This is an optimization exercise on Yosys and OpenROAD, whose aim is small area, not a production implementation. In this exercise RTL edits were held to simulation tests only and were not proved equivalent to the original. Power is estimated from default activity; no workload was simulated.

## design/flow/config.mk

```make
export PLATFORM = sky130hd
export DESIGN_NAME = cluster_centroid_n
export DESIGN_NICKNAME = cluster_centroid_n
export VERILOG_FILES = /design/flow/design.v
export SDC_FILE = /design/flow/constraint.sdc
export NUM_CORES = 4
export LEC_CHECK = 0
export CAP_MARGIN = 20
export CORE_MARGIN = 2
export CORE_UTILIZATION = 40
export SLEW_MARGIN = 20
```

## design/flow/constraint.sdc

```tcl
create_clock -name core_clock -period 8.0 [get_ports {clk}]
set_input_delay 1.6000 -clock core_clock [delete_from_list [all_inputs] [get_ports {clk}]]
set_output_delay 1.6000 -clock core_clock [all_outputs]
set_load 0.01 [all_outputs]
```

## design/flow/design.v

```verilog
module cluster_centroid_n #(
  parameter int IMG_WIDTH    = 640,
  parameter int IMG_HEIGHT   = 480,
  parameter int NUM_CLUSTERS = 3,
  parameter int COLOR_W      = 12,
  parameter int DIST_THRESH  = 64,
  parameter int MIN_COUNT    = 4,
  localparam int XW = $clog2(IMG_WIDTH),
  localparam int YW = $clog2(IMG_HEIGHT),
  localparam int IW = (NUM_CLUSTERS > 1) ? $clog2(NUM_CLUSTERS) : 1
) (
  input  logic                         clk,
  input  logic                         rst,
  input  logic signed [COLOR_W-1:0]    pixel_r,
  input  logic signed [COLOR_W-1:0]    pixel_g,
  input  logic signed [COLOR_W-1:0]    pixel_b,
  input  logic                         pixel_valid,
  input  logic [XW-1:0]                x,
  input  logic [YW-1:0]                y,
  input  logic                         ref_wr_en,
  input  logic [IW-1:0]                ref_wr_idx,
  input  logic signed [COLOR_W-1:0]    ref_wr_r,
  input  logic signed [COLOR_W-1:0]    ref_wr_g,
  input  logic signed [COLOR_W-1:0]    ref_wr_b,
  output logic [NUM_CLUSTERS*XW-1:0]   centroid_x,
  output logic [NUM_CLUSTERS*YW-1:0]   centroid_y,
  output logic [NUM_CLUSTERS-1:0]      found,
  output logic                         frame_done,
  output logic                         busy,
  output logic                         overrun
);
  localparam int CW    = $clog2(IMG_WIDTH * IMG_HEIGHT + 1);
  localparam int SUM_W = $clog2(IMG_WIDTH * IMG_WIDTH * IMG_HEIGHT);
  localparam int SW    = $clog2(2 * NUM_CLUSTERS + 1);
  localparam int BW    = $clog2(SUM_W);
  localparam int NDIV  = 2 * NUM_CLUSTERS;
  localparam int CH_W  = NDIV * SUM_W;            
  localparam int MW    = $clog2(DIST_THRESH + 1);  
  localparam logic signed [COLOR_W:0] THRESH = (COLOR_W+1)'(DIST_THRESH);
  localparam logic [SW-1:0] LOAD_SEL = SW'(NDIV);
  localparam logic [BW-1:0] LAST_BIT = BW'(SUM_W - 1);
  function automatic logic [MW:0] chan_dist(
    input logic signed [COLOR_W-1:0] a,
    input logic signed [COLOR_W-1:0] b
  );
    logic signed [COLOR_W:0] t;
    logic [MW-1:0] m;
    logic ok;
    t = {a[COLOR_W-1], a} - {b[COLOR_W-1], b};
    if (t[COLOR_W]) begin
      ok = t >= -THRESH;
      m  = -t[MW-1:0];
    end else begin
      ok = t <= THRESH;
      m  = t[MW-1:0];
    end
    chan_dist = {ok, m};
  endfunction
  logic signed [COLOR_W-1:0] r_ref_r [NUM_CLUSTERS];
  logic signed [COLOR_W-1:0] r_ref_g [NUM_CLUSTERS];
  logic signed [COLOR_W-1:0] r_ref_b [NUM_CLUSTERS];
  logic [MW+1:0]           w_d  [NUM_CLUSTERS];
  logic [NUM_CLUSTERS-1:0] w_in;
  logic [NUM_CLUSTERS-1:0] w_cls;
  logic [NUM_CLUSTERS-1:0] r_hit;
  logic                    r_eof, r_s2_eof;
  logic [XW-1:0]           r_x;
  logic [YW-1:0]           r_y;
  logic [CW-1:0]    r_cnt [NUM_CLUSTERS];
  logic [SUM_W-1:0] r_sx  [NUM_CLUSTERS];
  logic [SUM_W-1:0] r_sy  [NUM_CLUSTERS];
  logic [CW-1:0]    w_fin_cnt [NUM_CLUSTERS];
  logic [SUM_W-1:0] w_fin_sx  [NUM_CLUSTERS];
  logic [SUM_W-1:0] w_fin_sy  [NUM_CLUSTERS];
  logic [CW-1:0]    r_snap_cnt [NUM_CLUSTERS];
  logic [CH_W:0]    r_ch;
  logic [CH_W-1:0]  w_ch_load;
  logic             r_busy;
  logic [SW-1:0]    r_sel;
  logic [BW-1:0]    r_bit;
  logic [CW-1:0]    r_rem;
  logic             w_load, w_div, w_last, w_idle_nx, w_snap, w_ge;
  logic [CW-1:0]    w_divisor;
  logic [CW:0]      w_rem_sh;
  logic [CW-1:0]    w_rem_nx;
  logic [NUM_CLUSTERS*XW-1:0] r_centroid_x;
  logic [NUM_CLUSTERS*YW-1:0] r_centroid_y;
  logic [NUM_CLUSTERS-1:0]    r_found;
  logic                       r_frame_done, r_overrun;
  always_ff @(posedge clk) begin
    if (rst) begin
      for (int k = 0; k < NUM_CLUSTERS; k++) begin
        r_ref_r[k] <= COLOR_W'(50  + 450 * k);
        r_ref_g[k] <= COLOR_W'(100 + 450 * k);
        r_ref_b[k] <= COLOR_W'(150 + 450 * k);
      end
    end else begin
      for (int k = 0; k < NUM_CLUSTERS; k++) begin
        if (ref_wr_en && ref_wr_idx == IW'(k)) begin
          r_ref_r[k] <= ref_wr_r;
          r_ref_g[k] <= ref_wr_g;
          r_ref_b[k] <= ref_wr_b;
        end
      end
    end
  end
  always_comb begin
    for (int k = 0; k < NUM_CLUSTERS; k++) begin
      logic [MW:0] dr, dg, db;
      dr = chan_dist(pixel_r, r_ref_r[k]);
      dg = chan_dist(pixel_g, r_ref_g[k]);
      db = chan_dist(pixel_b, r_ref_b[k]);
      w_d[k]  = (MW+2)'(dr[MW-1:0]) + (MW+2)'(dg[MW-1:0]) + (MW+2)'(db[MW-1:0]);
      w_in[k] = dr[MW] && dg[MW] && db[MW] && w_d[k] <= (MW+2)'(DIST_THRESH);
    end
  end
  always_comb begin
    logic          match;
    logic [MW-1:0] best;
    match = 1'b0;
    best  = '0;
    w_cls = '0;
    for (int k = 0; k < NUM_CLUSTERS; k++) begin
      if (w_in[k] && (!match || w_d[k][MW-1:0] < best)) begin
        match = 1'b1;
        best  = w_d[k][MW-1:0];
        w_cls = '0;
        w_cls[k] = 1'b1;
      end
    end
  end
  always_ff @(posedge clk) begin
    r_hit    <= (rst || !pixel_valid) ? '0 : w_cls;
    r_eof    <= !rst && pixel_valid && x == XW'(IMG_WIDTH - 1) && y == YW'(IMG_HEIGHT - 1);
    r_s2_eof <= !rst && r_eof;
    r_x      <= x;
    r_y      <= y;
  end
  always_comb begin
    for (int k = 0; k < NUM_CLUSTERS; k++) begin
      w_fin_cnt[k] = r_cnt[k] + CW'(r_hit[k]);
      w_fin_sx[k]  = r_sx[k] + (r_hit[k] ? SUM_W'(r_x) : SUM_W'(0));
      w_fin_sy[k]  = r_sy[k] + (r_hit[k] ? SUM_W'(r_y) : SUM_W'(0));
    end
  end
  always_ff @(posedge clk) begin
    for (int k = 0; k < NUM_CLUSTERS; k++) begin
      if (rst || r_eof) begin
        r_cnt[k] <= '0;
        r_sx[k]  <= '0;
        r_sy[k]  <= '0;
      end else begin
        r_cnt[k] <= w_fin_cnt[k];
        r_sx[k]  <= w_fin_sx[k];
        r_sy[k]  <= w_fin_sy[k];
      end
    end
  end
  assign w_load    = r_busy && r_sel == LOAD_SEL;
  assign w_div     = r_busy && !w_load;
  assign w_last    = r_bit == LAST_BIT;
  assign w_idle_nx = (!r_busy && !r_s2_eof) || w_load;
  assign w_snap    = r_eof && w_idle_nx;
  always_comb begin
    for (int k = 0; k < NUM_CLUSTERS; k++) begin
      w_ch_load[CH_W - (2*k+1)*SUM_W +: SUM_W] = w_fin_sx[k];
      w_ch_load[CH_W - (2*k+2)*SUM_W +: SUM_W] = w_fin_sy[k];
    end
  end
  always_comb begin
    w_divisor = r_snap_cnt[r_sel >> 1];
    w_rem_sh  = {r_rem, r_ch[CH_W]};
    w_ge      = w_rem_sh >= {1'b0, w_divisor};
    w_rem_nx  = w_ge ? CW'(w_rem_sh - {1'b0, w_divisor}) : w_rem_sh[CW-1:0];
  end
  always_ff @(posedge clk) begin
    r_ch[CH_W] <= r_ch[CH_W-1];
    if (w_snap) r_ch[CH_W-1:0] <= w_ch_load;
    else        r_ch[CH_W-1:0] <= {r_ch[CH_W-2:0], w_ge};
    r_rem <= (!w_div || w_last) ? '0 : w_rem_nx;
    if (w_snap)
      for (int k = 0; k < NUM_CLUSTERS; k++) r_snap_cnt[k] <= w_fin_cnt[k];
  end
  always_ff @(posedge clk) begin
    if (rst) begin
      r_busy       <= 1'b0;
      r_sel        <= '0;
      r_bit        <= '0;
      r_frame_done <= 1'b0;
      r_overrun    <= 1'b0;
      r_found      <= '0;
      r_centroid_x <= '0;
      r_centroid_y <= '0;
    end else begin
      r_frame_done <= w_load;
      if (r_s2_eof && r_busy) r_overrun <= 1'b1;
      if (!r_busy) begin
        if (r_s2_eof) begin
          r_busy <= 1'b1;
          r_sel  <= '0;
          r_bit  <= '0;
        end
      end else if (w_load) begin
        r_busy <= 1'b0;
        for (int k = 0; k < NUM_CLUSTERS; k++) begin
          r_found[k] <= r_snap_cnt[k] >= CW'(MIN_COUNT);
          if (r_snap_cnt[k] >= CW'(MIN_COUNT)) begin
            r_centroid_x[k*XW +: XW] <= r_ch[CH_W - (2*k+1)*SUM_W +: XW];
            r_centroid_y[k*YW +: YW] <= r_ch[CH_W - (2*k+2)*SUM_W +: YW];
          end
        end
      end else if (w_last) begin
        r_bit <= '0;
        r_sel <= r_sel + SW'(1);
      end else begin
        r_bit <= r_bit + BW'(1);
      end
    end
  end
  assign centroid_x = r_centroid_x;
  assign centroid_y = r_centroid_y;
  assign found      = r_found;
  assign frame_done = r_frame_done;
  assign busy       = r_busy;
  assign overrun    = r_overrun;
endmodule
```

## design/flow/run.sh

```bash
#!/bin/bash
# synth_recipe.tcl (not shown) runs the flow's synth.tcl, then flattens the netlist and writes it again
# the make line also repeats each setting of config.mk as NAME=value (left out here)
make -C /OpenROAD-flow-scripts/flow DESIGN_CONFIG=/design/flow/config.mk WORK_HOME=/design/flow/orfs CLKGATE_MAP_FILE= SYNTH_SCRIPT=/design/flow/synth_recipe.tcl finish
```

==> impl_metrics.yaml, run 1 <==
logic_synthesis:
  post_synth_num_cell_types: 98
  yosys_warnings: 12
  asyncSetResetFlopFracSynth_pct: 0
  post-synth-top-area-fraction_pct: 34.67
  synth_edf_count: 57
  syn-num-nets: 4493
  synth_flop_cell: "dfxtp_1"
  top_cells_by_area_in_the_synthesized_netlist: "dfxtp_1 (35%), ha_1 (8.2%), xnor2_1 (5.3%), nor2_1 (4.9%), nand2_1 (4.8%)"
  syn_inst: 4122
  post_synth_instance_area_um2: 35570
  synth_top_area_cell: "dfxtp_1"
  syn_avg_cell_area_um2: 8.629
  seq_area_frac_synth_pct: 39.48
  synth-seq-cells: 673
sta:
  timing.setup.tns_ns: -1.656
  hold_violations: 0
  final_critical_path_setup_slack_ns: -0.5559
  worst_hold_slack_ns: 0.3271
  timing.final.crit_share_pct: 106.9
  final.min_clock_period_ns: 8.556
  finalSetupViolations: 3
  unrepaired_setup_endpoints_after_global_routing: "true"
  worst_slew_margin_rel_pct: 30.33
  max_freq_ghz: 0.1169
  final_max_slew_viol_count: 0
  fin_worst_skew_ns: 0.03474
  max_slew.worst_pin.slew_ns: 1.045
route:
  route.detailed.wl_per_inst_um: 15.67
  initialDrtViolationCount: 1591
  top_layer: "met4"
  wl_met1_um: 44340
  route.final.wire_length_um: 92130
  met3RoutedLength_um: 3644
  ant_nets: 0
  first_drt_pass_iteration_count: 7
  remaining_drc_errors: 0
  via_count: 29540
  routed-wl-met2_um: 41440
  vias_per_cell: 5.025
setup_path:
  crit_slowest_cell: "fa_1"
  crit_type: "in2reg"
  crit_path_max_fanout: 3
  cp_num_cells: 44
  critical_path_required_ns: 8.55
  largest_stage_delay_worst_path_ns: 0.55
  endpoint_class_of_the_critical_path: "flop"
  number_of_buffer_and_inverter_stages_on_the_critical_path: 20
  worst-r2r-setup-slack_ns: 0.15
  critical_path.most_common_cell: "buf_4"
  timing.reg2reg.worst_path_depth: 42
  crit_path_start_kind: "primary input"
  critical_path.top_delay_family: "buffers and inverters"
  arrival_ns: 9.11
cts:
  clock_sink_count: 673
  cts_root_buffer: "clkbuf_16"
  tritoncts: "built"
  worstSkewPairLatency_ns: 0.64
  ctsLongestPathBuffers: 3
  cts.reportedPaths.clkPinSlew_ns: 0.06
  cts_made_buffers: 78
  h-tree-depth: 3
floorplan:
  die_outline_width_um: 302.2
  placementRows: 109
  fp.dieH_um: 302.2
  dieArea_um2: 91320
  core_region_area_um2: 88240
  ios: 160
  starting_density_of_the_core_pct: 40.31
power_and_ir_drop:
  p_seq_share_pct: 33.8
  max-vdd-ir-drop_mv: 0.2495
  power.share.switching_pct: 28.97
  combinationalPowerShare_pct: 29.4
  p_sw_w: 0.002947
  power.clock.fraction_pct: 36.9
  p_int_w: 0.007226
  power.density_cell_area_nw_per_um2: 228.8
  power.static_leakage_nw: 18.50
flow_run:
  drv_cap: 0
global_route:
  global_route_wire_length_before_repair_um: 147900
  grtUsageTotal_pct: 20.05
  grt.overflow.total: 0
  number_of_antenna_violations_at_the_first_check_in_global_routing: 1
  grt_start_max_net_pins: 114
  first_global_vias: 28760
final_layout:
  areaGrowthSynthToFinish_pct: 25.02
  drive_gt1_share_pct: 14.41
  finalNonFillerCells: 5879
  finished_core_util_pct: 50.39
  finish.net_count: 5023
place:
  io_buffers: 159
  dp.cells: 5693
  dp_worst_setup_slack_ns: -1.478
  dp_hpwl_um: 69080
  routabilityCongestion: 0.9000
outcome:
  outcome: "failed layout checks"
  violations: "negative setup slack"
worst_hold_path:
  hold_path.class: "reg2reg"
  worstHoldPathCells: 0
[repair_timing]
item / 4_1_cts / 5_1_grt
setup endpoints to repair: 3 / 3
pin swaps: 57 / 33
hold buffers: 0 / 0
buffers inserted: 38 / 9
cloned: 0 / 0
gates resized for setup: 70 / 17
[state kept, by name (all words and copies together) (netlist names), 5 cells and up]
| signal | flops |
|---|---|
| r_bit | 5 |
| r_centroid_x | 30 |
| r_centroid_y | 27 |
| r_ch | 169 |
| r_cnt | 57 |
| r_ref_b | 36 |
| r_ref_g | 36 |
| r_ref_r | 36 |
| r_rem | 19 |
| r_snap_cnt | 57 |
| r_sx | 84 |
| r_sy | 84 |
| r_x | 10 |
| r_y | 9 |
[placed cells by master, fill, tap and decap left out, types with 16 or more instances in the layout]
master	Yosys	routed
a211oi_1	27	23
or2_2	18	17
fa_1	40	36
nor3_1	58	57
nand4_1	39	39
xnor2_1	214	213
a21oi_1	231	224
nand3_1	103	103
nand2_1	459	458
clkdlybuf4s50_1	0	138
o21ai_0	245	244
xor2_1	123	121
buf_4	0	426
clkbuf_8	0	19
and2_1	126	125
a211o_1	46	46
nor3b_1	19	17
inv_1	274	265
a21o_1	46	46
a22oi_1	22	22
edfxtp_1	57	57
dlygate4sd2_1	0	16
nor2b_1	42	40
o21a_1	32	32
nor2_1	461	452
clkbuf_16	0	80
nor4_1	23	23
nand2b_1	33	33
dfxtp_1	616	616
a2111oi_0	17	17
mux2i_1	81	79
ha_1	234	220
and3_1	45	45
[path summary, 6_finish.rpt]
kind / end / from
setup / recovery: r_hit[0]$_SDFF_PP0_ / pixel_b[0]
hold / removal: r_ch[168]$_DFF_P_ / r_ch[167]$_DFF_P_
setup reg to reg: r_hit[0]$_SDFF_PP0_ / r_ref_b[0][0]$_SDFFE_PP0P_
hold reg to reg: r_ch[168]$_DFF_P_ / r_ch[167]$_DFF_P_
[synthesized netlist by cell type (39+ instances only)]
cell type / n
fa_1: 40
and2_1: 126
clkbuf_1: 125
nand3_1: 103
o21ai_0: 245
a211o_1: 46
mux2i_1: 81
edfxtp_1: 57
nor3_1: 58
a21o_1: 46
xnor2_1: 214
nand4_1: 39
nand2_1: 459
nor2_1: 461
dfxtp_1: 616
ha_1: 234
inv_1: 274
xor2_1: 123
nor2b_1: 42
and3_1: 45
a21oi_1: 231
[routing by layer]
layer	track usage, %	vias to the layer above
li1	-	15210
met1	27.15	13710
met2	32.78	477
met3	3.067	148
met4	6.400	0
met5	0	-
[worst reg2reg max path, delay by kind of cell, from the launching register on]
| kind | cells | cell delay [ns] |
|---|---|---|
| simple gates | 8 | 1.63 |
| fa+ha+maj | 6 | 1.98 |
| buf+inv | 18 | 2.09 |
| xor+xnor | 1 | 0.17 |
| mux | 1 | 0.19 |
| compound gates | 8 | 1.34 |
| flops | 1 | 0.38 |
[logic make-up (layout without fill, tap and decap cells)]
group	count (synthesis)	in the layout	share of synthesized area [%]
simple gates	1514	1514	20.17
flops	673	673	39.48
other cells	0	1	0
buf+inv	411	1002	4.366
fa+ha+maj	274	274	10.48
mux	82	82	2.318
compound gates	831	831	14.88
xor+xnor	337	337	8.298
[per-stage QoR]
step,total power (W),instance area (µm²)
detailed placement,0.006188,41100
global route,0.01072,44470
CTS,0.01011,44330
floorplan,0.005067,35650
global placement,0.006184,41100
finish,0.01017,44470
[power by group through the flow]
stage / registers [W] / clock network [W] / logic [W]
floorplan: 0.00350 / 0 / 0.00157
global placement: 0.00351 / 0 / 0.00268
detailed placement: 0.00351 / 0 / 0.00268
CTS: 0.00343 / 0.00385 / 0.00283
global route: 0.00343 / 0.00399 / 0.00330
finish: 0.00343 / 0.00375 / 0.00299
[layout make-up]
class	count	area, µm²
clock inverters	34	481.7
diodes	1	2.502
repair buffers	585	4772
inverters	276	1051
fillers	8402	43770
clock buffers	107	2293
multi-input cells	3038	20360
well taps	1165	1458
flip-flops and latches	673	14040
==> inputs of run 2 (changes only) <==
--- a/design/flow/design.v
+++ b/design/flow/design.v
@@ -36,29 +36,27 @@
   localparam int NDIV  = 2 * NUM_CLUSTERS;
   localparam int CH_W  = NDIV * SUM_W;            
-  localparam int MW    = $clog2(DIST_THRESH + 1);  
-  localparam logic signed [COLOR_W:0] THRESH = (COLOR_W+1)'(DIST_THRESH);
   localparam logic [SW-1:0] LOAD_SEL = SW'(NDIV);
   localparam logic [BW-1:0] LAST_BIT = BW'(SUM_W - 1);
-  function automatic logic [MW:0] chan_dist(
-    input logic signed [COLOR_W-1:0] a,
-    input logic signed [COLOR_W-1:0] b
+  function automatic logic [7:0] chan_dist(
+    input logic [COLOR_W-1:0] a,
+    input logic [COLOR_W-1:0] b
   );
-    logic signed [COLOR_W:0] t;
-    logic [MW-1:0] m;
-    logic ok;
-    t = {a[COLOR_W-1], a} - {b[COLOR_W-1], b};
-    if (t[COLOR_W]) begin
-      ok = t >= -THRESH;
-      m  = -t[MW-1:0];
-    end else begin
-      ok = t <= THRESH;
-      m  = t[MW-1:0];
-    end
-    chan_dist = {ok, m};
+    logic [COLOR_W:0] u;
+    logic c, ok;
+    c = 1'b0;
+    for (int i = 0; i <= COLOR_W; i++) begin
+      logic ai, bi;
+      ai = ~a[i >= COLOR_W ? COLOR_W-1 : i];
+      bi = b[i >= COLOR_W ? COLOR_W-1 : i];
+      u[i] = ai ^ bi ^ c;
+      c = (ai & bi) | (ai & c) | (bi & c);
+    end
+    ok = (u[COLOR_W:7] == '1 && (u[6] || u[5:0] == '1)) || (u[COLOR_W:7] == '0 && !u[6]);
+    chan_dist = {ok, ~u[6], u[5:0] ^ {6{u[6]}}};
   endfunction
   logic signed [COLOR_W-1:0] r_ref_r [NUM_CLUSTERS];
   logic signed [COLOR_W-1:0] r_ref_g [NUM_CLUSTERS];
   logic signed [COLOR_W-1:0] r_ref_b [NUM_CLUSTERS];
-  logic [MW+1:0]           w_d  [NUM_CLUSTERS];
+  logic [7:0]              w_d  [NUM_CLUSTERS];
   logic [NUM_CLUSTERS-1:0] w_in;
   logic [NUM_CLUSTERS-1:0] w_cls;
@@ -107,26 +105,20 @@
   always_comb begin
     for (int k = 0; k < NUM_CLUSTERS; k++) begin
-      logic [MW:0] dr, dg, db;
+      logic [7:0] dr, dg, db;
       dr = chan_dist(pixel_r, r_ref_r[k]);
       dg = chan_dist(pixel_g, r_ref_g[k]);
       db = chan_dist(pixel_b, r_ref_b[k]);
-      w_d[k]  = (MW+2)'(dr[MW-1:0]) + (MW+2)'(dg[MW-1:0]) + (MW+2)'(db[MW-1:0]);
-      w_in[k] = dr[MW] && dg[MW] && db[MW] && w_d[k] <= (MW+2)'(DIST_THRESH);
-    end
-  end
-  always_comb begin
-    logic          match;
-    logic [MW-1:0] best;
-    match = 1'b0;
-    best  = '0;
-    w_cls = '0;
-    for (int k = 0; k < NUM_CLUSTERS; k++) begin
-      if (w_in[k] && (!match || w_d[k][MW-1:0] < best)) begin
-        match = 1'b1;
-        best  = w_d[k][MW-1:0];
-        w_cls = '0;
-        w_cls[k] = 1'b1;
-      end
-    end
+      w_d[k]  = 8'(dr[5:0]) + 8'(dg[5:0]) + 8'(db[5:0]) + 8'(dr[6]) + 8'(dg[6]) + 8'(db[6]);
+      w_in[k] = dr[7] && dg[7] && db[7] && w_d[k] <= 8'(DIST_THRESH);
+    end
+  end
+  always_comb begin
+    logic le01, le02, le12;
+    le01 = w_d[0][6:0] <= w_d[1][6:0];
+    le02 = w_d[0][6:0] <= w_d[2][6:0];
+    le12 = w_d[1][6:0] <= w_d[2][6:0];
+    w_cls[0] = w_in[0] && (!w_in[1] || le01) && (!w_in[2] || le02);
+    w_cls[1] = w_in[1] && !(w_in[0] && le01) && (!w_in[2] || le12);
+    w_cls[2] = w_in[2] && !(w_in[0] && le02) && !(w_in[1] && le12);
   end
   always_ff @(posedge clk) begin
@@ -137,9 +129,32 @@
     r_y      <= y;
   end
-  always_comb begin
-    for (int k = 0; k < NUM_CLUSTERS; k++) begin
-      w_fin_cnt[k] = r_cnt[k] + CW'(r_hit[k]);
-      w_fin_sx[k]  = r_sx[k] + (r_hit[k] ? SUM_W'(r_x) : SUM_W'(0));
-      w_fin_sy[k]  = r_sy[k] + (r_hit[k] ? SUM_W'(r_y) : SUM_W'(0));
+  function automatic logic [SUM_W-1:0] acc_add(
+    input logic [SUM_W-1:0] acc,
+    input logic [XW-1:0]    v
+  );
+    logic [SUM_W-1:0] r;
+    logic c;
+    c = 1'b0;
+    for (int i = 0; i < XW; i++) begin
+      r[i] = acc[i] ^ v[i] ^ c;
+      c = (acc[i] & v[i]) | (acc[i] & c) | (v[i] & c);
+    end
+    for (int i = XW; i < SUM_W; i++) begin
+      if (i == (XW + SUM_W) / 2) c = c & (&acc[(XW + SUM_W) / 2 - 1:XW]);
+      r[i] = acc[i] ^ c;
+      if (i != (XW + SUM_W) / 2 - 1) c = acc[i] & c;
+    end
+    acc_add = r;
+  endfunction
+  always_comb begin
+    for (int k = 0; k < NUM_CLUSTERS; k++) begin
+      logic c;
+      c = r_hit[k];
+      for (int i = 0; i < CW; i++) begin
+        w_fin_cnt[k][i] = r_cnt[k][i] ^ c;
+        c = r_cnt[k][i] & c;
+      end
+      w_fin_sx[k] = acc_add(r_sx[k], r_hit[k] ? r_x : '0);
+      w_fin_sy[k] = acc_add(r_sy[k], r_hit[k] ? XW'(r_y) : '0);
     end
   end
@@ -169,8 +184,27 @@
   end
   always_comb begin
+    logic [CW:0] nd, diff, d0, d1;
+    logic c, c0, c1;
     w_divisor = r_snap_cnt[r_sel >> 1];
     w_rem_sh  = {r_rem, r_ch[CH_W]};
-    w_ge      = w_rem_sh >= {1'b0, w_divisor};
-    w_rem_nx  = w_ge ? CW'(w_rem_sh - {1'b0, w_divisor}) : w_rem_sh[CW-1:0];
+    nd = ~{1'b0, w_divisor};
+    c  = 1'b1;
+    for (int i = 0; i < CW/2; i++) begin
+      diff[i] = w_rem_sh[i] ^ nd[i] ^ c;
+      c = (w_rem_sh[i] & nd[i]) | (w_rem_sh[i] & c) | (nd[i] & c);
+    end
+    c0 = 1'b0;
+    c1 = 1'b1;
+    for (int i = CW/2; i <= CW; i++) begin
+      d0[i] = w_rem_sh[i] ^ nd[i] ^ c0;
+      c0 = (w_rem_sh[i] & nd[i]) | (w_rem_sh[i] & c0) | (nd[i] & c0);
+      d1[i] = w_rem_sh[i] ^ nd[i] ^ c1;
+      c1 = (w_rem_sh[i] & nd[i]) | (w_rem_sh[i] & c1) | (nd[i] & c1);
+    end
+    for (int i = CW/2; i <= CW; i++) diff[i] = c ? d1[i] : d0[i];
+    d0[CW/2-1:0] = '0;
+    d1[CW/2-1:0] = '0;
+    w_ge     = c ? c1 : c0;
+    w_rem_nx = w_ge ? diff[CW-1:0] : w_rem_sh[CW-1:0];
   end
   always_ff @(posedge clk) begin
--- a/design/flow/config.mk
+++ b/design/flow/config.mk
@@ -8,4 +8,5 @@
 export CAP_MARGIN = 20
 export CORE_MARGIN = 2
-export CORE_UTILIZATION = 40
+export CORE_UTILIZATION = 60
+export CTS_BUF_LIST = sky130_fd_sc_hd__clkbuf_4
 export SLEW_MARGIN = 20
==> run 2 against run 1 <==
Net effect: now clean on timing, DRC and antenna; setup slack improved by 0.80 ns; die area down 42%; utilization rose by 20 points; worst hold slack better by 0.011 ns; final cell count decreased by 35%; clock skew increased by 0.012 ns; fmax is 10% higher; critical path depth is 20 lower; clock power fell by 23%; clock-buffer cell count up 140; sequential cell count is the same.
==> impl_metrics.yaml, run 2 <==
outcome:
  outcome: "no timing/DRC/antenna violations"
setup_path:
  critical_path_required_ns: 8.90
  timing.reg2reg.worst_path_depth: 32
  crit_path_cell_trace: "clkdlybuf4s50_1, inv_1, ha_1, fa_1, fa_1, fa_1, fa_1, fa_1, fa_2, xnor2_1, fa_1, inv_1, ha_1, fa_2, a211o_1, a2111o_1, o311ai_1, inv_1, ha_1, and4_1, a221oi_2, a41oi_1, and2_1, a2111oi_2"
  crit_slowest_cell: "fa_2"
  critical_path.top_delay_family: "adder cells"
  number_of_buffer_and_inverter_stages_on_the_critical_path: 4
  largest_stage_delay_worst_path_ns: 0.63
  arrival_ns: 8.66
  cp_num_cells: 24
  crit_type: "in2reg"
  crit_path_max_fanout: 4
  endpoint_class_of_the_critical_path: "flop"
  critical_path.most_common_cell: "fa_1"
  crit_path_start_kind: "primary input"
sta:
  fin_worst_skew_ns: 0.04668
  worst_hold_slack_ns: 0.3378
  final.min_clock_period_ns: 7.759
  unrepaired_setup_endpoints_after_global_routing: "false"
  final_max_slew_viol_count: 0
  hold_violations: 0
  timing.final.crit_share_pct: 96.99
  finalSetupViolations: 0
  max_slew.worst_pin.slew_ns: 1.111
  max_freq_ghz: 0.1289
  worst_slew_margin_rel_pct: 25.96
floorplan:
  placementRows: 83
  fp.dieH_um: 230.8
  ios: 160
  core_region_area_um2: 51090
  starting_density_of_the_core_pct: 60.39
  die_outline_width_um: 230.8
  dieArea_um2: 53250
global_route:
  grtUsageTotal_pct: 26.60
  first_global_vias: 21740
  global_route_wire_length_before_repair_um: 111000
  number_of_antenna_violations_at_the_first_check_in_global_routing: 1
  grt.overflow.total: 0
  grt_start_max_net_pins: 138
final_layout:
  largest_register_by_flop_count: "r_ch"
  top_regs: "r_ch: 169 flops, r_sx: 84 flops, r_sy: 84 flops"
  final_common_cell: "dfxtp_1"
  drive_gt1_share_pct: 19.91
  largest_register_ff_count: 169
  most-common-layout-cells: "dfxtp_1 (612), and2_1 (266), nand2_1 (256), clkbuf_4 (247), ha_1 (240)"
  areaGrowthSynthToFinish_pct: 16.94
  finish.net_count: 3565
  finalNonFillerCells: 3850
cts:
  tritoncts: "built"
  h-tree-depth: 4
  cts_root_buffer: "clkbuf_4"
  cts_made_buffers: 171
  cts.reportedPaths.clkPinSlew_ns: 0.06
  worstSkewPairLatency_ns: 1.01
  clock_sink_count: 673
  ctsLongestPathBuffers: 3
route:
  ant_nets: 0
  route.final.wire_length_um: 67610
  via_count: 20400
  first_drt_pass_iteration_count: 5
  remaining_drc_errors: 0
  vias_per_cell: 5.299
  route.detailed.wl_per_inst_um: 17.56
  initialDrtViolationCount: 1144
logic_synthesis:
  syn-num-nets: 3230
  synth_flop_cell: "dfxtp_1"
  yosys.cell_count.top_type: "dfxtp_1"
  asyncSetResetFlopFracSynth_pct: 0
  yosys_warnings: 12
  seq_area_frac_synth_pct: 45.52
  synth_edf_count: 57
  synth_top_cells_by_count: "dfxtp_1 (616), and2_1 (266), nand2_1 (256)"
  synth-seq-cells: 673
  post_synth_num_cell_types: 77
  syn_inst: 2715
  post_synth_instance_area_um2: 30850
  top_cells_by_area_in_the_synthesized_netlist: "dfxtp_1 (40%), fa_1 (11%), ha_1 (9.8%), mux2_2 (5.6%), edfxtp_1 (5.5%)"
  post-synth-top-area-fraction_pct: 39.97
  synth_top_area_cell: "dfxtp_1"
  syn_avg_cell_area_um2: 11.36
worst_hold_path:
  hold_path.class: "reg2reg"
  worstHoldPathCells: 0
place:
  dp_hpwl_um: 49100
  io_buffers: 159
  routabilityCongestion: 0.8989
  dp.cells: 3556
power_and_ir_drop:
  max-vdd-ir-drop_mv: 0.4419
  power.static_leakage_nw: 16.46
  power.density_cell_area_nw_per_um2: 309.2
flow_run:
  drv_cap: 0
-- run 2: cell types whose count changed in the layout (fill, tap and decap cells not counted), sizes merged, moves of 134 or more --
cell    previous run  this run
o21ai            257        43
a21oi            236       102
xnor2            214        76
and2             128       266
clkbuf           107       247
mux2               0       153
buf              430       120
fa                40       176
nand2            459       256
inv              277       130
nor2             461       120
-- run 2: area by class of cell --
class | count | area [µm²]
multi-input cells | 1802 | 16050
clock inverters | 41 | 291.5
well taps | 680 | 850.8
fillers | 3889 | 15010
repair buffers | 278 | 2490
clock buffers | 247 | 1854
diodes | 5 | 12.51
inverters | 124 | 473.0
flip-flops and latches | 673 | 14060
-- run 2: cells by family after synthesis --
family | Yosys count | synth area share, %
flops | 673 | 45.52
buf+inv | 240 | 3.139
xor+xnor | 95 | 2.697
mux | 227 | 7.985
simple gates | 814 | 13.91
compound gates | 248 | 5.519
fa+ha+maj | 418 | 21.23
-- run 2: layer usage --
| metal | wire, µm | global-route usage (%) |
|---|---|---|
| met5 | 0 | 0 |
| met4 | 1790 | 10.42 |
| met3 | 2911 | 5.830 |
| met2 | 32780 | 44.47 |
| met1 | 30130 | 33.67 |
-- run 2: power by group --
part | leakage (nW) | switching, W | total [W] | internal (W)
registers | 5.62 | 0.0000241 | 0.00344 | 0.00342
logic | 9.58 | 0.00233 | 0.00483 | 0.00250
clock network | 1.27 | 0.00136 | 0.00288 | 0.00151
total | 16.5 | 0.00372 | 0.0112 | 0.00744
-- run 2: worst register-to-register path: cells and delay by family (launching register included) --
family / cells / cell delay (ns)
adder cells (fa/ha/maj): 26 / 6.51
flip-flops: 1 / 0.38
multiplexers: 1 / 0.27
buffers and inverters: 2 / 0.13
AND/OR/NAND/NOR: 3 / 0.29
-- run 2: per-stage QoR --
stage	setup TNS (ns)	worst slack (ns)	area, µm²	power [W]	utilization, %
finish	0	0.2410	36080	0.01115	70.62
global route	0	0.004329	36070	0.01212	70.60
CTS	0	0.005595	35930	0.01114	70.33
detailed placement	-4.546	-0.8501	33740	0.008201	66.03
global placement	-3.170	-0.7144	33740	0.008116	66.03
floorplan	0	0.01791	30880	0.006309	-
-- run 2: path summary, 6_finish.rpt --
check	from	endpoint	slack, ns
worst max-delay path	pixel_r[0]	r_hit[1]$_SDFF_PN0_	0.24
worst min-delay path	r_ch[167]$_DFF_P_	r_ch[168]$_DFF_P_	0.34
worst max register to register	r_hit[2]$_SDFF_PN0_	r_ch[54]$_DFF_P_	0.29
worst min register to register	r_ch[167]$_DFF_P_	r_ch[168]$_DFF_P_	0.34
-- run 2: repair_timing --
action	CTS	global route
buffers inserted	0	1
endpoints found under the setup margin	23	29
pin swaps	2	10
hold buffers	0	0
gates resized for setup	20	41
==> inputs of run 3 (changes only) <==
--- a/design/flow/config.mk
+++ b/design/flow/config.mk
@@ -9,4 +9,6 @@
 export CORE_MARGIN = 2
 export CORE_UTILIZATION = 60
-export CTS_BUF_LIST = sky130_fd_sc_hd__clkbuf_4
+export CTS_CLUSTER_DIAMETER = 100
+export CTS_CLUSTER_SIZE = 30
+export GPL_TIMING_DRIVEN = 0
 export SLEW_MARGIN = 20
==> run 3 against run 2 <==
Net effect: synthesized area unchanged; largest cell class unchanged; fmax decreased by 2.1%; still clean on timing, DRC and antenna; clock power decreased by 41%; via count decreased by 0.64%; sequential share of layout area increased by 1.1 points; final area decreased by 2.9%; power decreased by 9.9%; final cell count decreased by 5.8%; sequential power about the same; critical endpoint is now r_hit[2]$_SDFF_PN0_; highest routed layer unchanged; wire length increased by 11%; synthesized cell count unchanged.
==> impl_metrics.yaml, run 3 <==
worst_hold_path:
  worst_hold_path.endpoint: "r_ch[168]$_DFF_P_"
  worstHoldPathCells: 0
  worst_hold_startpoint: "r_ch[167]$_DFF_P_"
  hold_path.class: "reg2reg"
global_route:
  global_route_wire_length_before_repair_um: 117500
  grtUsageTotal_pct: 28.65
  grt.overflow.total: 0
  number_of_antenna_violations_at_the_first_check_in_global_routing: 1
  first_global_vias: 20970
  grt_start_max_net_pins: 59
floorplan:
  core_region_area_um2: 51090
  dieArea_um2: 53250
  ios: 160
  placementRows: 83
  die_outline_width_um: 230.8
  starting_density_of_the_core_pct: 60.39
  fp.dieH_um: 230.8
setup_path:
  worst_r2r_startpoint: "r_hit[1]$_SDFF_PN0_"
  endpoint_class_of_the_critical_path: "flop"
  crit_path_cell_trace: "clkdlybuf4s50_1, inv_1, ha_1, fa_1, fa_2, fa_1, fa_2, fa_2, fa_1, fa_1, fa_1, fa_1, fa_1, fa_1, or4b_2, nor4_2, o2111ai_2, a221oi_4, nand2_1, a211oi_2"
  largest_stage_delay_worst_path_ns: 0.67
  critical_path.most_common_cell: "fa_1"
  regToRegEndpoint: "r_ch[111]$_DFF_P_"
  crit_path_max_fanout: 3
  timing.reg2reg.worst_path_depth: 34
  critical_path_required_ns: 8.53
  arrival_ns: 8.45
  crit_type: "in2reg"
  crit_path_start_kind: "primary input"
  number_of_buffer_and_inverter_stages_on_the_critical_path: 2
  worst-r2r-setup-slack_ns: 0.24
  critical_path.top_delay_family: "adder cells"
  crit_slowest_cell: "or4b_2"
cts:
  cts_made_buffers: 27
  ctsLongestPathBuffers: 3
  clock_sink_count: 673
  postCtsHoldBufs: 0
  worstSkewPairLatency_ns: 0.62
  cts.reportedPaths.clkPinSlew_ns: 0.11
  h-tree-depth: 1
  cts_root_buffer: "clkbuf_16"
  tritoncts: "built"
place:
  io_buffers: 159
  dp_hpwl_um: 57730
  dp.cells: 3555
  routabilityCongestion: 0.9963
route:
  first_drt_pass_iteration_count: 5
  route.final.wire_length_um: 75370
  ant_nets: 0
  route.detailed.wl_per_inst_um: 20.78
  vias_per_cell: 5.589
  via_count: 20270
  initialDrtViolationCount: 1122
  remaining_drc_errors: 0
logic_synthesis:
  synth-seq-cells: 673
  synth_top_cells_by_count: "dfxtp_1 (616), and2_1 (266), nand2_1 (256)"
  syn_inst: 2715
  yosys_warnings: 12
  syn-num-nets: 3230
  post-synth-top-area-fraction_pct: 39.97
  post_synth_instance_area_um2: 30850
  synth_edf_count: 57
  seq_area_frac_synth_pct: 45.52
  asyncSetResetFlopFracSynth_pct: 0
  synth_top_area_cell: "dfxtp_1"
  syn_avg_cell_area_um2: 11.36
  top_cells_by_area_in_the_synthesized_netlist: "dfxtp_1 (40%), fa_1 (11%), ha_1 (9.8%), mux2_2 (5.6%), edfxtp_1 (5.5%)"
  synth_flop_cell: "dfxtp_1"
  yosys.cell_count.top_type: "dfxtp_1"
  post_synth_num_cell_types: 77
sta:
  final_max_slew_viol_count: 0
  finalSetupViolations: 0
  timing.setup.tns_ns: 0
  timing.final.crit_share_pct: 99.04
  hold_violations: 0
  final.min_clock_period_ns: 7.923
  max_slew.worst_pin.slew_ns: 1.037
  worst_slew_margin_rel_pct: 30.84
  unrepaired_setup_endpoints_after_global_routing: "true"
  max_freq_ghz: 0.1262
  fin_worst_skew_ns: 0.03155
final_layout:
  drive_gt1_share_pct: 14.09
  final_common_cell: "dfxtp_1"
  largest_register_ff_count: 169
  areaGrowthSynthToFinish_pct: 13.58
  finish.net_count: 3449
  finalNonFillerCells: 3627
  top_regs: "r_ch: 169 flops, r_sx: 84 flops, r_sy: 84 flops"
  most-common-layout-cells: "dfxtp_1 (613), and2_1 (265), nand2_1 (256), ha_1 (233), clkdlybuf4s50_1 (158)"
  largest_register_by_flop_count: "r_ch"
power_and_ir_drop:
  max-vdd-ir-drop_mv: 0.5379
  power.density_cell_area_nw_per_um2: 286.6
  power.static_leakage_nw: 15.53
outcome:
  outcome: "no timing/DRC/antenna violations"
flow_run:
  drv_cap: 0
[run 3: repair_timing]
item,in CTS,in global routing
cloned,0,0
setup buffers,27,8
pin swaps,16,25
gates resized for setup,78,66
setup endpoints to repair,43,31
[run 3: final cells by class]
cell class	count	area [µm²]
Timing Repair Buffer	195	1884
Clock inverter	7	63.81
Inverter	124	465.4
Antenna cell	1	2.502
Clock buffer	34	721.9
Multi-Input combinational cell	1802	16470
Buffer	111	533.0
Tap cell	680	850.8
Sequential cell	673	14050
Fill cell	3965	16050
[run 3: where the power goes]
| part | switching (W) | internal, W | leakage [nW] |
|---|---|---|---|
| Sequential | 0.0000264 | 0.00342 | 5.62 |
| Combinational | 0.00262 | 0.00227 | 9.53 |
| Clock | 0.00105 | 0.000657 | 0.387 |
[run 3: worst max-delay path by stage]
| stage | from | to | cells past startpoint |
|---|---|---|---|
| 2_1_floorplan | pixel_r[0] | r_hit[1]$_SDFF_PN0_ | 24 |
| 3_3_place_gp | pixel_r[0] | r_hit[1]$_SDFF_PN0_ | 25 |
| 3_5_place_dp | pixel_b[0] | r_hit[1]$_SDFF_PN0_ | 27 |
| 4_1_cts | pixel_r[0] | r_hit[1]$_SDFF_PN0_ | 25 |
| 5_1_grt | pixel_b[0] | r_hit[1]$_SDFF_PN0_ | 26 |
| 6_report | pixel_g[0] | r_hit[2]$_SDFF_PN0_ | 20 |
[run 3: layer usage]
layer / share of wire (%) / GRT usage [%]
met1: 43 / 37.33
met2: 49 / 50.04
met3: 5.3 / 4.125
met4: 2.6 / 7.419
met5: 0 / 0
[run 3: kinds of logic after synthesis]
| kind of cell | share of synthesized area [%] |
|---|---|
| xor+xnor | 2.697 |
| flops | 45.52 |
| buf+inv | 3.139 |
| mux | 7.985 |
| simple gates | 13.91 |
| compound gates | 5.519 |
| fa+ha+maj | 21.23 |
[run 3: metrics by stage]
step | power [W] | util [%] | setup WS [ns] | instance area [µm²] | hold slack [ns]
detailed placement | 0.007257 | 65.30 | -1.213 | 33360 | 0.3352
global placement | 0.007160 | 65.23 | -1.160 | 33330 | 0.3451
floorplan | 0.006309 | - | 0.01791 | 30880 | 0.3096
global route | 0.01071 | 68.59 | -0.07249 | 35040 | 0.3610
finish | 0.01005 | 68.59 | 0.07705 | 35050 | 0.3500
CTS | 0.009422 | 67.78 | 0.00007638 | 34630 | 0.3571
==> inputs of run 4 (changes only) <==
--- a/design/flow/config.mk
+++ b/design/flow/config.mk
@@ -8,7 +8,4 @@
 export CAP_MARGIN = 20
 export CORE_MARGIN = 2
-export CORE_UTILIZATION = 60
-export CTS_CLUSTER_DIAMETER = 100
-export CTS_CLUSTER_SIZE = 30
-export GPL_TIMING_DRIVEN = 0
+export CORE_UTILIZATION = 40
 export SLEW_MARGIN = 20
==> run 4 against run 3 <==
Net effect: wire length shrank 3.1%; synthesized cell count is the same; first-iteration DRC count shrank 7.0%; register-to-register slack is essentially flat; combinational power grew 4.9%; non-clock buffer count shrank 38; die area grew 49%; synthesized area is the same; clock power grew 95%; fmax grew 1.5%; sequential cell count is the same.
==> impl_metrics.yaml, run 4 <==
logic_synthesis:
  post_synth_instance_area_um2: 30850
  top_cells_by_area_in_the_synthesized_netlist: "dfxtp_1 (40%), fa_1 (11%), ha_1 (9.8%), mux2_2 (5.6%), edfxtp_1 (5.5%)"
  yosys.cell_count.top_type: "dfxtp_1"
  synth_flop_cell: "dfxtp_1"
  synth_top_cells_by_count: "dfxtp_1 (616), and2_1 (266), nand2_1 (256)"
  asyncSetResetFlopFracSynth_pct: 0
  syn_inst: 2715
  post-synth-top-area-fraction_pct: 39.97
  synth_edf_count: 57
  syn-num-nets: 3230
  yosys_warnings: 12
  syn_avg_cell_area_um2: 11.36
  synth-seq-cells: 673
  synth_top_area_cell: "dfxtp_1"
  seq_area_frac_synth_pct: 45.52
  post_synth_num_cell_types: 77
final_layout:
  top_regs: "r_ch: 169 flops, r_sx: 84 flops, r_sy: 84 flops"
  drive_gt1_share_pct: 16.81
  most-common-layout-cells: "dfxtp_1 (613), and2_1 (266), nand2_1 (256), ha_1 (236), clkdlybuf4s50_1 (158)"
  largest_register_ff_count: 169
  largest_register_by_flop_count: "r_ch"
  areaGrowthSynthToFinish_pct: 19.44
  final_common_cell: "dfxtp_1"
  finished_core_util_pct: 48.36
  finish.net_count: 3459
outcome:
  outcome: "no timing/DRC/antenna violations"
cts:
  cts.reportedPaths.clkPinSlew_ns: 0.06
  tritoncts: "built"
  cts_made_buffers: 75
  ctsLongestPathBuffers: 3
  clock_sink_count: 673
  worstSkewPairLatency_ns: 0.62
  h-tree-depth: 3
  cts_root_buffer: "clkbuf_16"
  postCtsHoldBufs: 0
sta:
  final_critical_path_setup_slack_ns: 0.1912
  fin_worst_skew_ns: 0.03111
  final.min_clock_period_ns: 7.809
  max_slew.worst_pin.slew_ns: 1.038
  worst_hold_slack_ns: 0.3363
  finalSetupViolations: 0
  hold_violations: 0
  final_max_slew_viol_count: 0
  worst_slew_margin_rel_pct: 30.82
  max_freq_ghz: 0.1281
  unrepaired_setup_endpoints_after_global_routing: "true"
  timing.final.crit_share_pct: 97.61
global_route:
  first_global_vias: 21230
  grtUsageTotal_pct: 18.72
  grt_most_used_layer: "met2"
  grt_start_max_net_pins: 142
  grtUsageMet1_pct: 25.38
  number_of_antenna_violations_at_the_first_check_in_global_routing: 0
  global_route_wire_length_before_repair_um: 116300
  met3_usage_in_global_routing_pct: 3.083
  grt.overflow.total: 0
  globalRouteMet2Util_pct: 30.99
place:
  dp_worst_setup_slack_ns: -0.7551
  routabilityCongestion: 0.9241
  dp_hpwl_um: 53150
  io_buffers: 159
setup_path:
  crit_path_start_kind: "primary input"
  endpoint_class_of_the_critical_path: "flop"
  crit_path_max_fanout: 3
  arrival_ns: 8.33
  crit_type: "in2reg"
  critical_path_required_ns: 8.52
route:
  initialDrtViolationCount: 1043
  via_count: 20070
  route.final.wire_length_um: 73030
  remaining_drc_errors: 0
  route.detailed.wl_per_inst_um: 18.13
  vias_per_cell: 4.982
  first_drt_pass_iteration_count: 7
  ant_nets: 0
floorplan:
  starting_density_of_the_core_pct: 40.49
  dieArea_um2: 79370
  placementRows: 101
  core_region_area_um2: 76200
  die_outline_width_um: 281.7
  fp.dieH_um: 281.7
  ios: 160
power_and_ir_drop:
  power.density_cell_area_nw_per_um2: 323.2
  power.static_leakage_nw: 16.34
  max-vdd-ir-drop_mv: 0.4789
flow_run:
  drv_cap: 0
worst_hold_path:
  hold_path.class: "reg2reg"
==> run 4: cell counts after synthesis <==
No cell type changed its count.
==> run 4: layer usage <==
layer | wire, µm | share of wire (%)
met1 | 34090 | 47
met2 | 34290 | 47
met3 | 3070 | 4.2
met4 | 1577 | 2.2
met5 | 0 | 0
==> run 4: kinds of logic (layout without fill, tap and decap cells) <==
kind of cell	count (synthesis)	count (layout)	share of synthesized area, %
flip-flops	673	673	45.52
multiplexers	227	227	7.985
adder cells (fa/ha/maj)	418	418	21.23
XOR/XNOR	95	95	2.697
buffers and inverters	240	523	3.139
other	0	1	0
AND/OR/NAND/NOR	814	814	13.91
AO/OA/AOI/OAI	248	248	5.519
==> run 4: cell type report <==
cell class	count	area, µm²
fill	6810	39350
tap	1030	1289
clock inverter	26	286.5
inverter	124	473.0
antenna	1	2.502
multi-input combinational	1802	16230
timing repair buffer	268	2426
clock buffer	105	2091
sequential	673	14050
==> run 4: report_power, final <==
| part | switching (W) | internal [W] |
|---|---|---|
| combinational | 0.00249 | 0.00264 |
| sequential | 0.0000269 | 0.00342 |
| clock | 0.00142 | 0.00191 |
==> run 4: final timing paths <==
path                       startpoint             endpoint  slack, ns  cells after the start
setup reg to reg  r_hit[2]$_SDFF_PN0_     r_ch[26]$_DFF_P_       0.25                     30
setup / recovery           pixel_r[0]  r_hit[2]$_SDFF_PN0_       0.19                     24
hold reg to reg     r_ch[167]$_DFF_P_    r_ch[168]$_DFF_P_       0.34                      0
hold / removal      r_ch[167]$_DFF_P_    r_ch[168]$_DFF_P_       0.34                      0
==> run 4: what timing repair did <==
action | 4_1_cts | 5_1_grt
pin swaps | 6 | 19
buffers inserted | 0 | 2
endpoints found under the setup margin | 28 | 31
endpoints found under the hold margin | 0 | 0
gates resized for setup | 22 | 82
==> run 4: worst max-delay path, cell delays in order <==
cell             delay [ns]
clkdlybuf4s50_1        0.46
inv_1                  0.08
ha_1                   0.22
fa_2                   0.34
fa_1                   0.38
fa_1                   0.40
fa_2                   0.35
fa_2                   0.35
fa_2                   0.60
xnor2_2                0.10
fa_1                   0.55
inv_1                  0.07
ha_4                   0.25
fa_2                   0.38
a211o_1                0.28
a2111o_1               0.38
o311ai_2               0.11
inv_1                  0.14
buf_4                  0.15
ha_1                   0.29
and4_1                 0.23
buf_4                  0.14
a41o_1                 0.23
a211oi_1               0.23
==> run 4: per-stage QoR <==
step / std cells / total power [W] / instance area, µm² / TNS (ns)
2_1_floorplan: 2715 / 0.006309 / 30880 / 0
3_3_place_gp: 3895 / 0.008014 / 34100 / -2.829
3_5_place_dp: 3895 / 0.008139 / 34100 / -3.968
4_1_cts: 4026 / 0.01158 / 36530 / -0.005431
5_1_grt: 4028 / 0.01276 / 36850 / -0.06375
6_report: 4029 / 0.01191 / 36850 / 0
==> inputs of run 5 (changes only) <==
==> design/flow/flow/run.sh (new file) <==
#!/bin/bash
# The standard layout, with the smallest buffer on the input and output ports.
set -euo pipefail
export BUFFER_PORTS_ARGS="-buffer_cell sky130_fd_sc_hd__buf_1"
bash standard.sh > flow_make.log 2>&1
==> design/flow/standard.sh (new file) <==
#!/bin/bash
# synth_recipe.tcl (not shown) runs the flow's synth.tcl, then flattens the netlist and writes it again
# the make line also repeats each setting of config.mk as NAME=value (left out here)
make -C /OpenROAD-flow-scripts/flow DESIGN_CONFIG=/design/flow/config.mk WORK_HOME=/design/flow/orfs CLKGATE_MAP_FILE= SYNTH_SCRIPT=/design/flow/synth_recipe.tcl "${@:-finish}"
--- a/design/flow/config.mk
+++ b/design/flow/config.mk
@@ -8,4 +8,7 @@
 export CAP_MARGIN = 20
 export CORE_MARGIN = 2
-export CORE_UTILIZATION = 40
+export CORE_UTILIZATION = 60
+export CTS_CLUSTER_DIAMETER = 100
+export CTS_CLUSTER_SIZE = 30
+export GPL_TIMING_DRIVEN = 0
 export SLEW_MARGIN = 20
removed: design/flow/run.sh
==> run 5 against run 4 <==
Net effect: critical path depth up 2; synthesized cell count is the same; wire length is 2.0% higher; combinational power is 17% lower; synthesized area did not move; clock-buffer cell count fell by 71; sequential cell count unchanged; via count shrank 0.12%; sequential share of layout area is 3.6 points higher; critical path type unchanged; largest cell class unchanged; largest power group unchanged.
==> impl_metrics.yaml, run 5 <==
sta:
  finalSetupViolations: 0
  fin_worst_skew_ns: 0.01806
  timing.final.crit_share_pct: 97.60
  unrepaired_setup_endpoints_after_global_routing: "false"
  final_max_slew_viol_count: 0
  worst_slew_margin_rel_pct: 30.71
  max_slew.worst_pin.slew_ns: 1.039
  max_freq_ghz: 0.1281
  hold_violations: 0
  final.min_clock_period_ns: 7.808
  worst_hold_slack_ns: 0.3661
power_and_ir_drop:
  p_int_w: 0.006008
  combinationalPowerShare_pct: 45.2
  power.clock.fraction_pct: 18.3
  power.share.switching_pct: 36.41
  p_sw_w: 0.003440
  max-vdd-ir-drop_mv: 0.4646
  p_seq_share_pct: 36.5
  power.density_cell_area_nw_per_um2: 280.4
  power.static_leakage_nw: 14.98
route:
  via_count: 20050
  route.detailed.wl_per_inst_um: 20.65
  initialDrtViolationCount: 1116
  route.final.wire_length_um: 74490
  ant_nets: 0
  vias_per_cell: 5.557
  remaining_drc_errors: 0
  first_drt_pass_iteration_count: 5
global_route:
  grt.overflow.total: 0
  grtUsageMet1_pct: 38.74
  grt_start_max_net_pins: 60
  met3_usage_in_global_routing_pct: 2.853
  grtUsageTotal_pct: 28.21
  first_global_vias: 20510
  number_of_antenna_violations_at_the_first_check_in_global_routing: 7
  grt_most_used_layer: "met2"
  global_route_wire_length_before_repair_um: 115700
  globalRouteMet2Util_pct: 48.24
setup_path:
  crit_type: "in2reg"
  critical_path_required_ns: 8.51
  endpoint_class_of_the_critical_path: "flop"
  worst_r2r_startpoint: "r_hit[1]$_SDFF_PN0_"
  worstSetupStartpoint: "pixel_g[0]"
  arrival_ns: 8.32
  crit_path_start_kind: "primary input"
  crit_path_max_fanout: 10
  timing.reg2reg.worst_path_depth: 31
  critical_path.endpoint: "r_hit[1]$_SDFF_PN0_"
  worst-r2r-setup-slack_ns: 0.32
  regToRegEndpoint: "r_ch[82]$_DFF_P_"
cts:
  ctsLongestPathBuffers: 3
  h-tree-depth: 1
  cts_made_buffers: 27
  worstSkewPairLatency_ns: 0.62
  cts.reportedPaths.clkPinSlew_ns: 0.11
  cts_root_buffer: "clkbuf_16"
  clock_sink_count: 673
  tritoncts: "built"
place:
  routabilityCongestion: 0.9348
  io_buffers: 159
  dp_hpwl_um: 57580
  dp.cells: 3555
floorplan:
  placementRows: 83
  fp.dieH_um: 230.8
  ios: 160
  starting_density_of_the_core_pct: 60.39
  dieArea_um2: 53250
  core_region_area_um2: 51090
  die_outline_width_um: 230.8
logic_synthesis:
  synth-seq-cells: 673
  synth_xor_area_share_pct: 2.697
  synth-adder-area-share_pct: 21.23
  synth_top_cells_by_count: "dfxtp_1 (616), and2_1 (266), nand2_1 (256)"
  synth_top_area_cell: "dfxtp_1"
  synth_edf_count: 57
  syn-num-nets: 3230
  syn_avg_cell_area_um2: 11.36
  post_synth_instance_area_um2: 30850
  top_cells_by_area_in_the_synthesized_netlist: "dfxtp_1 (40%), fa_1 (11%), ha_1 (9.8%), mux2_2 (5.6%), edfxtp_1 (5.5%)"
  yosys.cell_count.top_type: "dfxtp_1"
  synth-compound-area-share_pct: 5.519
  syn_inst: 2715
  synth_flop_cell: "dfxtp_1"
  synth_simple_gate_area_share_pct: 13.91
  synth.mux.area_fraction_pct: 7.985
  largest_family_of_logic_cells_by_synthesized_area: "adder cells"
  post-synth-top-area-fraction_pct: 39.97
  yosys_warnings: 12
  asyncSetResetFlopFracSynth_pct: 0
  post_synth_num_cell_types: 77
  seq_area_frac_synth_pct: 45.52
final_layout:
  drive_gt1_share_pct: 12.17
  top_regs: "r_ch: 169 flops, r_sx: 84 flops, r_sy: 84 flops"
  finalNonFillerCells: 3608
  final_common_cell: "dfxtp_1"
  most-common-layout-cells: "dfxtp_1 (613), and2_1 (265), nand2_1 (256), ha_1 (237), buf_1 (162)"
  largest_register_ff_count: 169
  finish.net_count: 3429
  areaGrowthSynthToFinish_pct: 9.193
  largest_register_by_flop_count: "r_ch"
worst_hold_path:
  hold_path.class: "reg2reg"
outcome:
  outcome: "no timing/DRC/antenna violations"
flow_run:
  drv_cap: 0
## run 5: timing repair
item,4_1_cts,5_1_grt
gates resized for setup,50,54
buffers inserted,7,7
endpoints found under the setup margin,43,32
pin swaps,5,16
hold buffers,0,0
cloned,0,1
## run 5: through the flow
stage	cell area, µm²	util [%]	setup TNS (ns)	setup slack, ns	total power (W)
after floorplan	30880	-	0	0.01791	0.006309
final	33690	65.94	0	0.1923	0.009447
after detailed placement	32370	63.35	-13.45	-0.8668	0.007238
after global routing	33690	65.94	0	0.004536	0.01015
after global placement	32330	63.28	-11.39	-0.8764	0.007098
after CTS	33370	65.32	0	0.0003002	0.009101
## run 5: worst min-delay path by stage
stage,endpoint,from,slack [ns],cells after the start
final,r_ch[168]$_DFF_P_,r_ch[167]$_DFF_P_,0.37,0
after global routing,r_ch[168]$_DFF_P_,r_ch[167]$_DFF_P_,0.37,0
after CTS,r_ch[168]$_DFF_P_,r_ch[167]$_DFF_P_,0.35,0
after detailed placement,r_ch[168]$_DFF_P_,r_ch[167]$_DFF_P_,0.33,0
after global placement,r_ch[168]$_DFF_P_,r_ch[167]$_DFF_P_,0.33,0
after floorplan,r_ch[168]$_DFF_P_,r_ch[167]$_DFF_P_,0.31,0
## run 5: kinds of logic (layout without fill, tap and decap cells)
kind of cell,after synthesis,in the layout
xor+xnor,95,95
flops,673,673
fa+ha+maj,418,418
compound gates,248,248
simple gates,814,814
mux,227,227
buf+inv,240,450
other cells,0,3
## run 5: worst max-delay path, cell delays in order
cell       delay, ns
buf_1           0.12
inv_1           0.11
ha_1            0.22
fa_1            0.37
fa_1            0.39
fa_1            0.42
fa_1            0.40
fa_1            0.40
fa_1            0.51
buf_4           0.20
xnor2_1         0.14
fa_1            0.53
inv_1           0.04
ha_1            0.34
fa_2            0.42
a21o_1          0.18
a21oi_2         0.14
o21bai_1        0.09
a21oi_2         0.18
xnor2_2         0.18
ha_1            0.30
and4_1          0.19
a221oi_2        0.26
a41oi_2         0.08
and2_4          0.18
a2111oi_4       0.31
## run 5: power groups by stage
stage	Clock (W)	Combinational, W	Sequential (W)
6_report	0.00173	0.00427	0.00344
5_1_grt	0.00188	0.00482	0.00345
4_1_cts	0.00177	0.00388	0.00344
3_5_place_dp	0	0.00372	0.00352
3_3_place_gp	0	0.00358	0.00352
2_1_floorplan	0	0.00280	0.00351
## run 5: area by class of cell
class,instances,area [µm²]
fill,4117,17400
clock inverter,6,87.58
buffer,111,536.8
tap,680,850.8
clock buffer,34,711.9
inverter,124,465.4
sequential,673,14050
timing repair buffer,175,735.7
antenna,3,7.507
multi-input combinational,1802,16240
## run 5: metal layers
metal	up-vias	wire length [µm]
met2	439	35870
met4	0	1699
met5	-	0
met1	9974	33670
li1	9538	-
met3	99	3244
==> inputs of run 6 (changes only) <==
--- a/design/flow/design.v
+++ b/design/flow/design.v
@@ -42,16 +42,28 @@
     input logic [COLOR_W-1:0] b
   );
-    logic [COLOR_W:0] u;
-    logic c, ok;
+    logic [6:0] u;
+    logic [5:0] xu;
+    logic c, cx, x0, x1, xm1, hz, hm;
     c = 1'b0;
-    for (int i = 0; i <= COLOR_W; i++) begin
+    for (int i = 0; i < 7; i++) begin
+      logic ai;
+      ai = ~a[i];
+      u[i] = ai ^ b[i] ^ c;
+      c = (ai & b[i]) | (ai & c) | (b[i] & c);
+    end
+    cx = 1'b0;
+    for (int i = 0; i < 6; i++) begin
       logic ai, bi;
-      ai = ~a[i >= COLOR_W ? COLOR_W-1 : i];
-      bi = b[i >= COLOR_W ? COLOR_W-1 : i];
-      u[i] = ai ^ bi ^ c;
-      c = (ai & bi) | (ai & c) | (bi & c);
-    end
-    ok = (u[COLOR_W:7] == '1 && (u[6] || u[5:0] == '1)) || (u[COLOR_W:7] == '0 && !u[6]);
-    chan_dist = {ok, ~u[6], u[5:0] ^ {6{u[6]}}};
+      ai = ~a[i > 4 ? COLOR_W-1 : 7 + i];
+      bi = b[i > 4 ? COLOR_W-1 : 7 + i];
+      xu[i] = ai ^ bi ^ cx;
+      cx = (ai & bi) | (ai & cx) | (bi & cx);
+    end
+    x0  = xu == '1;
+    x1  = xu == 6'b111110;
+    xm1 = xu == '0;
+    hz  = c ? x1 : x0;    
+    hm  = c ? x0 : xm1;   
+    chan_dist = {(hz && (u[6] || u[5:0] == '1)) || (hm && !u[6]), ~u[6], u[5:0] ^ {6{u[6]}}};
   endfunction
   logic signed [COLOR_W-1:0] r_ref_r [NUM_CLUSTERS];
--- a/design/flow/config.mk
+++ b/design/flow/config.mk
@@ -9,6 +9,6 @@
 export CORE_MARGIN = 2
 export CORE_UTILIZATION = 60
-export CTS_CLUSTER_DIAMETER = 100
-export CTS_CLUSTER_SIZE = 30
+export CTS_CLUSTER_DIAMETER = 70
+export CTS_CLUSTER_SIZE = 28
 export GPL_TIMING_DRIVEN = 0
 export SLEW_MARGIN = 20
==> run 6 against run 5 <==
Net effect: still clean; first-iteration DRC count up 5.1%; clock-buffer cell count is 11 higher; worst hold slack lost 0.012 ns; critical path depth did not move; power hardly changed; highest routed layer unchanged.
==> impl_metrics.yaml, run 6 <==
logic_synthesis:
  synth_top_cells_by_count: "dfxtp_1 (616), nand2_1 (277), and2_1 (266)"
  syn_avg_cell_area_um2: 11.05
  synth_edf_count: 57
  largest_family_of_logic_cells_by_synthesized_area: "adder cells"
  synth-seq-cells: 673
  post_synth_instance_area_um2: 31010
  post_synth_num_cell_types: 73
  yosys_warnings: 12
  synth_simple_gate_area_share_pct: 14.12
  synth.mux.area_fraction_pct: 7.488
  syn-num-nets: 3322
  synth_xor_area_share_pct: 2.542
  synth_flop_cell: "dfxtp_1"
  syn_inst: 2807
  synth-adder-area-share_pct: 20.97
  synth-compound-area-share_pct: 6.076
  seq_area_frac_synth_pct: 45.28
  top_cells_by_area_in_the_synthesized_netlist: "dfxtp_1 (40%), fa_1 (11%), ha_1 (10%), edfxtp_1 (5.5%), mux2_2 (5.5%)"
  yosys.cell_count.top_type: "dfxtp_1"
  synth_top_area_cell: "dfxtp_1"
  post-synth-top-area-fraction_pct: 39.76
  asyncSetResetFlopFracSynth_pct: 0
floorplan:
  placementRows: 83
  ios: 160
  die_outline_width_um: 231.3
  fp.dieH_um: 231.3
  core_region_area_um2: 51200
  starting_density_of_the_core_pct: 60.57
  dieArea_um2: 53520
route:
  route.detailed.wl_per_inst_um: 20.18
  ant_nets: 0
  first_drt_pass_iteration_count: 5
  initialDrtViolationCount: 1173
  vias_per_cell: 5.538
  remaining_drc_errors: 0
  met3RoutedLength_um: 4436
  via_count: 20580
  routed-wl-met2_um: 35480
  route.final.wire_length_um: 75030
  wl_met1_um: 32190
  top_layer: "met4"
power_and_ir_drop:
  power.density_cell_area_nw_per_um2: 277.6
  power.static_leakage_nw: 15.22
  post-layout-total-power_w: 0.009440
  max-vdd-ir-drop_mv: 0.3275
sta:
  finalSetupViolations: 0
  worst_slew_margin_rel_pct: 27.95
  final.min_clock_period_ns: 7.813
  final_critical_path_setup_slack_ns: 0.1870
  final_max_slew_viol_count: 0
  fin_worst_skew_ns: 0.03395
  timing.setup.tns_ns: 0
  max_freq_ghz: 0.1280
  hold_violations: 0
  timing.final.crit_share_pct: 97.66
  max_slew.worst_pin.slew_ns: 1.081
setup_path:
  crit_path_start_kind: "primary input"
  critical_path.top_delay_family: "adder cells"
  number_of_buffer_and_inverter_stages_on_the_critical_path: 5
  crit_slowest_cell: "fa_2"
  largest_stage_delay_worst_path_ns: 0.80
  cp_num_cells: 26
  crit_type: "in2reg"
  timing.reg2reg.worst_path_depth: 32
  endpoint_class_of_the_critical_path: "flop"
  crit_path_max_fanout: 11
  critical_path.endpoint: "r_hit[0]$_SDFF_PN0_"
  regToRegEndpoint: "r_ch[110]$_DFF_P_"
  critical_path.most_common_cell: "fa_1"
  worstSetupStartpoint: "pixel_g[0]"
  critical_path_required_ns: 8.50
  worst-r2r-setup-slack_ns: 0.33
  arrival_ns: 8.32
  worst_r2r_startpoint: "r_hit[1]$_SDFF_PN0_"
final_layout:
  top_regs: "r_ch: 169 flops, r_sx: 84 flops, r_sy: 84 flops"
  fillers: 4185
  largest_register_ff_count: 169
  largest_register_by_flop_count: "r_ch"
  finish.net_count: 3523
  multiInputGateArea_um2: 16030
  drive_gt1_share_pct: 10.47
  most-common-layout-cells: "dfxtp_1 (611), nand2_1 (277), and2_1 (266), ha_1 (251), buf_1 (163)"
  final_common_cell: "dfxtp_1"
  areaGrowthSynthToFinish_pct: 9.671
  register_area_um2: 14060
place:
  dp_worst_setup_slack_ns: -0.9165
  routabilityCongestion: 0.9592
  dp_hpwl_um: 58490
  io_buffers: 159
cts:
  clock_sink_count: 673
  cts.reportedPaths.clkPinSlew_ns: 0.10
  cts_root_buffer: "clkbuf_16"
  worstSkewPairLatency_ns: 0.61
  h-tree-depth: 2
  ctsLongestPathBuffers: 3
  cts_made_buffers: 39
  tritoncts: "built"
global_route:
  global_route_wire_length_before_repair_um: 115500
  number_of_antenna_violations_at_the_first_check_in_global_routing: 2
  first_global_vias: 20750
  grt.overflow.total: 0
  grtUsageTotal_pct: 28.27
  grt_start_max_net_pins: 58
outcome:
  outcome: "no timing/DRC/antenna violations"
worst_hold_path:
  hold_path.class: "reg2reg"
flow_run:
  drv_cap: 0
run 6: cells by family (layout without fill, tap and decap cells):
kind of cell | count (synthesis) | after routing
flip-flops | 673 | 673
AO/OA/AOI/OAI | 285 | 285
adder cells (fa/ha/maj) | 420 | 420
multiplexers | 213 | 213
other | 0 | 1
buffers and inverters | 282 | 511
XOR/XNOR | 90 | 90
AND/OR/NAND/NOR | 844 | 844
run 6: per-stage QoR:
step / area (µm²) / instances / hold WS, ns / utilization [%]
6_report: 34010 / 3717 / 0.3542 / 66.43
5_1_grt: 34010 / 3716 / 0.3614 / 66.43
4_1_cts: 33890 / 3719 / 0.3507 / 66.19
3_5_place_dp: 32490 / 3647 / 0.3271 / 63.46
3_3_place_gp: 32460 / 3646 / 0.3156 / 63.40
2_1_floorplan: 31010 / 2807 / 0.3096 / -
run 6: power breakdown:
part	switching, W	leakage [nW]	internal [W]
clock	0.00127	0.642	0.000991
combinational	0.00215	8.94	0.00159
sequential	0.0000256	5.64	0.00342
total	0.00344	15.2	0.00600
run 6: final cells by class:
| type | count | share of cell area, % |
|---|---|---|
| inverters | 162 | 1.788 |
| multi-input cells | 1852 | 47.13 |
| well taps | 680 | 2.502 |
| clock buffers | 45 | 2.995 |
| diodes | 1 | 0.007358 |
| plain buffers | 114 | 1.387 |
| repair buffers | 166 | 1.968 |
| flip-flops and latches | 673 | 41.33 |
| clock inverters | 24 | 0.8939 |
run 6: worst reg2reg max path: cells and delay by family, from the launching register on:
kind                     cells  cell delay [ns]
multiplexers                 1             0.26
adder cells (fa/ha/maj)     26             6.49
buffers and inverters        2             0.14
AND/OR/NAND/NOR              3             0.31
flip-flops                   1             0.38
run 6: repair_timing:
item / 4_1_cts / 5_1_grt
setup buffers: 4 / 2
pin swaps: 0 / 4
endpoints found under the setup margin: 31 / 33
hold buffers: 0 / 0
resized for setup: 20 / 49
run 6: metal layers:
layer | track usage, % | vias to the layer above
met4 | 10.36 | 0
li1 | - | 9812
met5 | 0 | -
met1 | 36.89 | 10060
met2 | 47.04 | 565
met3 | 5.180 | 145
run 6: worst min-delay path by stage:
| stage | endpoint | cells past startpoint | slack, ns | from |
|---|---|---|---|---|
| floorplan | r_ch[168]$_DFF_P_ | 0 | 0.31 | r_ch[167]$_DFF_P_ |
| global placement | r_ch[168]$_DFF_P_ | 0 | 0.32 | r_ch[167]$_DFF_P_ |
| detailed placement | r_ch[168]$_DFF_P_ | 0 | 0.33 | r_ch[167]$_DFF_P_ |
| CTS | r_ch[168]$_DFF_P_ | 0 | 0.35 | r_ch[167]$_DFF_P_ |
| global route | r_ch[168]$_DFF_P_ | 0 | 0.36 | r_ch[167]$_DFF_P_ |
| finish | r_ch[168]$_DFF_P_ | 0 | 0.35 | r_ch[167]$_DFF_P_ |

Re-timed with assumed drivers on the ports (clkbuf_16 on the clock, buf_2 on other inputs), run 6 has 0.220 ns of setup slack against 0.187 ns with ideal ports, and -0.437 ns once port delays also move by the mid clock arrival of 0.657 ns.
